Context: an optimization exercise on an open-source flow, tuned for small area. The choices shown serve that exercise and are no tape-out recipe.
The RTL was checked by simulation tests, not by an equivalence proof against the original design.

==> flow/design.v <==
package mips_pkg;
  localparam int unsigned MIPS_DATA_W = 32;
  localparam int unsigned MIPS_ADDR_W = 5;
  typedef logic [MIPS_ADDR_W-1:0] reg_addr_t;
  typedef logic [MIPS_DATA_W-1:0] word_t;
  localparam reg_addr_t REG_ZERO = '0;
endpackage
module reg_file_rd_port #(
  parameter int unsigned DATA_W = mips_pkg::MIPS_DATA_W,
  parameter int unsigned ADDR_W = mips_pkg::MIPS_ADDR_W,
  localparam int unsigned DEPTH = 2 ** ADDR_W
) (
  input  logic                         clk_i,
  input  logic                         rst_i,
  input  logic                         rd_en_i,
  input  logic [ADDR_W-1:0]            rd_addr_i,
  input  logic [DEPTH-1:1][DATA_W-1:0] mem_d_i,
  input  logic [DEPTH-1:1]             valid_d_i,
  input  logic [DEPTH-1:1]             pending_d_i,
  output logic [DATA_W-1:0]            rd_data_o,
  output logic                         rd_busy_o
);
  logic [DATA_W-1:0] rd_data_q, rd_data_d;
  logic              rd_busy_q, rd_busy_d;
  logic [DEPTH-1:0]  sel_busy, sel_data;
  logic [DEPTH-1:0]  busy_in;
  assign sel_busy[0] = !rd_en_i;
  assign sel_data[0] = !rd_en_i;
  assign busy_in[0]  = rd_busy_q;
  for (genvar r = 1; r < int'(DEPTH); r++) begin : g_sel
    assign sel_busy[r] = rd_en_i && (rd_addr_i == ADDR_W'(r));
    assign sel_data[r] = sel_busy[r] && valid_d_i[r];
    assign busy_in[r]  = pending_d_i[r];
  end
  for (genvar b = 0; b < int'(DATA_W); b++) begin : g_bit
    logic [DEPTH-1:0] data_in;
    assign data_in[0] = rd_data_q[b];
    for (genvar r = 1; r < int'(DEPTH); r++) begin : g_in
      assign data_in[r] = mem_d_i[r][b];
    end
    reg_file_rd_sel #(.N(DEPTH)) u_rd_sel (
      .sel_i  (sel_data),
      .data_i (data_in),
      .d_o    (rd_data_d[b])
    );
  end
  reg_file_rd_sel #(.N(DEPTH)) u_busy_sel (
    .sel_i  (sel_busy),
    .data_i (busy_in),
    .d_o    (rd_busy_d)
  );
  always_ff @(posedge clk_i or posedge rst_i) begin
    if (rst_i) begin
      rd_data_q <= '0;
      rd_busy_q <= 1'b0;
    end else begin
      rd_data_q <= rd_data_d;
      rd_busy_q <= rd_busy_d;
    end
  end
  assign rd_data_o = rd_data_q;
  assign rd_busy_o = rd_busy_q;
endmodule
module reg_file_rd_sel #(
  parameter int unsigned N = 32,
  localparam int unsigned G = (N + 2) / 3
) (
  input  logic [N-1:0] sel_i,
  input  logic [N-1:0] data_i,
  output logic         d_o
);
  logic [G-1:0] grp_n;
  for (genvar g = 0; g < int'(G); g++) begin : g_grp
    localparam int unsigned W = (3 * g + 3 <= N) ? 3 : N - 3 * g;
    reg_file_aoi #(.W(W)) u_aoi (
      .sel_i  (sel_i[3*g +: W]),
      .data_i (data_i[3*g +: W]),
      .y_no   (grp_n[g])
    );
  end
  assign d_o = !(&grp_n);
endmodule
module reg_file_aoi #(
  parameter int unsigned W = 3
) (
  input  logic [W-1:0] sel_i,
  input  logic [W-1:0] data_i,
  output logic       y_no
);
  assign y_no = !(|(sel_i & data_i));
endmodule
module reg_file_mp #(
  parameter int unsigned DATA_W   = mips_pkg::MIPS_DATA_W,
  parameter int unsigned ADDR_W   = mips_pkg::MIPS_ADDR_W,
  parameter int unsigned NUM_RD   = 2,
  parameter int unsigned NUM_WR   = 2,
  parameter int unsigned ZERO_REG = 1
) (
  input  logic                     clk,
  input  logic                     rst,
  input  logic [NUM_RD-1:0]        rd_en,
  input  logic [NUM_RD*ADDR_W-1:0] rd_addr,
  output logic [NUM_RD*DATA_W-1:0] rd_data,
  output logic [NUM_RD-1:0]        rd_busy,
  input  logic [NUM_WR-1:0]        wr_en,
  input  logic [NUM_WR*ADDR_W-1:0] wr_addr,
  input  logic [NUM_WR*DATA_W-1:0] wr_data,
  input  logic                     rsv_en,
  input  logic [ADDR_W-1:0]        rsv_addr
);
  localparam int unsigned DEPTH = 2 ** ADDR_W;
  logic [DEPTH-1:1][DATA_W-1:0] mem_q;
  logic [DEPTH-1:1][DATA_W-1:0] mem_d;
  logic [DEPTH-1:1]             valid_q, valid_d;
  logic [DEPTH-1:1]             pending_q, pending_d;
  logic [DEPTH-1:1]             hit0, hit1, hold, rsv_hit;
  for (genvar r = 1; r < int'(DEPTH); r++) begin : g_reg
    assign hit1[r]    = wr_en[1] && (wr_addr[ADDR_W +: ADDR_W] == ADDR_W'(r));
    assign hit0[r]    = wr_en[0] && (wr_addr[0 +: ADDR_W] == ADDR_W'(r)) && !hit1[r];
    assign hold[r]    = !(hit0[r] || hit1[r]);
    assign rsv_hit[r] = rsv_en && (rsv_addr == ADDR_W'(r));
    for (genvar b = 0; b < int'(DATA_W); b++) begin : g_bit
      reg_file_wr_sel u_wr_sel (
        .sel1_i  (hit1[r]),
        .data1_i (wr_data[DATA_W + b]),
        .sel0_i  (hit0[r]),
        .data0_i (wr_data[b]),
        .hold_i  (hold[r]),
        .q_i     (mem_q[r][b]),
        .d_o     (mem_d[r][b])
      );
    end
    assign valid_d[r]   = valid_q[r] || !hold[r];
    assign pending_d[r] = rsv_hit[r] || (pending_q[r] && hold[r]);
  end
  always_ff @(posedge clk) begin
    mem_q <= mem_d;
  end
  always_ff @(posedge clk or posedge rst) begin
    if (rst) begin
      valid_q   <= '0;
      pending_q <= '0;
    end else begin
      valid_q   <= valid_d;
      pending_q <= pending_d;
    end
  end
  for (genvar p = 0; p < int'(NUM_RD); p++) begin : g_rd
    reg_file_rd_port #(
      .DATA_W (DATA_W),
      .ADDR_W (ADDR_W)
    ) u_rd_port (
      .clk_i      (clk),
      .rst_i      (rst),
      .rd_en_i    (rd_en[p]),
      .rd_addr_i  (rd_addr[p*ADDR_W +: ADDR_W]),
      .mem_d_i    (mem_d),
      .valid_d_i  (valid_d),
      .pending_d_i(pending_d),
      .rd_data_o  (rd_data[p*DATA_W +: DATA_W]),
      .rd_busy_o  (rd_busy[p])
    );
  end
endmodule
module reg_file_wr_sel (
  input  logic sel1_i,
  input  logic data1_i,
  input  logic sel0_i,
  input  logic data0_i,
  input  logic hold_i,
  input  logic q_i,
  output logic d_o
);
  assign d_o = (sel1_i & data1_i) | (sel0_i & data0_i) | (hold_i & q_i);
endmodule
export LEC_CHECK = 0
export CAP_MARGIN = 20
export CORE_MARGIN = 2
export CORE_UTILIZATION = 40
export SLEW_MARGIN = 20
export SYNTH_HIERARCHICAL = 1
export SYNTH_MINIMUM_KEEP_SIZE = 0
create_clock -name core_clock -period 5.0 [get_ports {clk}]
run.sh (not shown) runs the stock make flow with config.mk's settings and CLKGATE_MAP_FILE= SYNTH_SCRIPT=/design/flow/synth_recipe.tcl, a recipe that flattens the netlist after the stock synthesis.
The first run passed the timing, design-rule and antenna checks.
Then changed:
==> flow/flow/run.sh (new file) <==
#!/bin/bash
# The standard layout with two changes: the clock tree is built from clkbuf_8 buffers
# over sink clusters of at most 16 sinks and 45 um, without dummy loads, and the port
# buffers are buf_1 cells. Each tool's output goes to the ORFS logs; make's to standard_make.log.
set -euo pipefail
CTS="-sink_clustering_enable -repair_clock_nets -dont_use_dummy_load"
CTS="$CTS -sink_clustering_size 16 -sink_clustering_max_diameter 45"
CTS="$CTS -buf_list sky130_fd_sc_hd__clkbuf_8"
bash standard.sh finish \
  "CTS_ARGS=$CTS" \
  "BUFFER_PORTS_ARGS=-buffer_cell sky130_fd_sc_hd__buf_1" \
  > standard_make.log 2>&1
==> flow/standard.sh (new file) <==
#!/bin/bash
# synth_recipe.tcl (not shown) runs the flow's synth.tcl, then flattens the netlist and writes it again
# the make line also repeats each setting of config.mk as NAME=value (left out here)
make -C /OpenROAD-flow-scripts/flow DESIGN_CONFIG=/design/flow/config.mk WORK_HOME=/design/flow/orfs CLKGATE_MAP_FILE= SYNTH_SCRIPT=/design/flow/synth_recipe.tcl "${@:-finish}"
removed: flow/run.sh
Non-clock buffer count went down by 108. Final cell count fell by a few percent. Clock-buffer cell count goes down by 52. Routed wire length shrinks by a few percent. Critical path depth increases by 2.

what the ideal ports hide:
Ports are ideal in the flow. The routed layouts listed here were re-timed in OpenROAD.
Step 1 assumes that a clkbuf_16 drives the clock port and a buf_2 every other input.
Step 2 moves the port delays by t, midway between the first and last clock arrival at a register: inputs arrive t later, outputs are due t later. That takes back most of the time a late clock gives input paths.
Three values: ideal ports, drivers, drivers and shift; two values: the first two.
run | t, ns | slack for setup (ns) | worst register clock-pin slew, ns
the first run | 0.815 | 0.307 / 0.360 / -0.455 | 0.07 / 0.07
the second run | 0.915 | 0.633 / 0.683 / -0.233 | 0.09 / 0.09
Met with ideal ports but missed after step 2: setup timing in the first run and the second run. For the second run, which loses most, drivers alone change the setup slack by +0.050 ns; drivers and shift together by -0.866 ns.
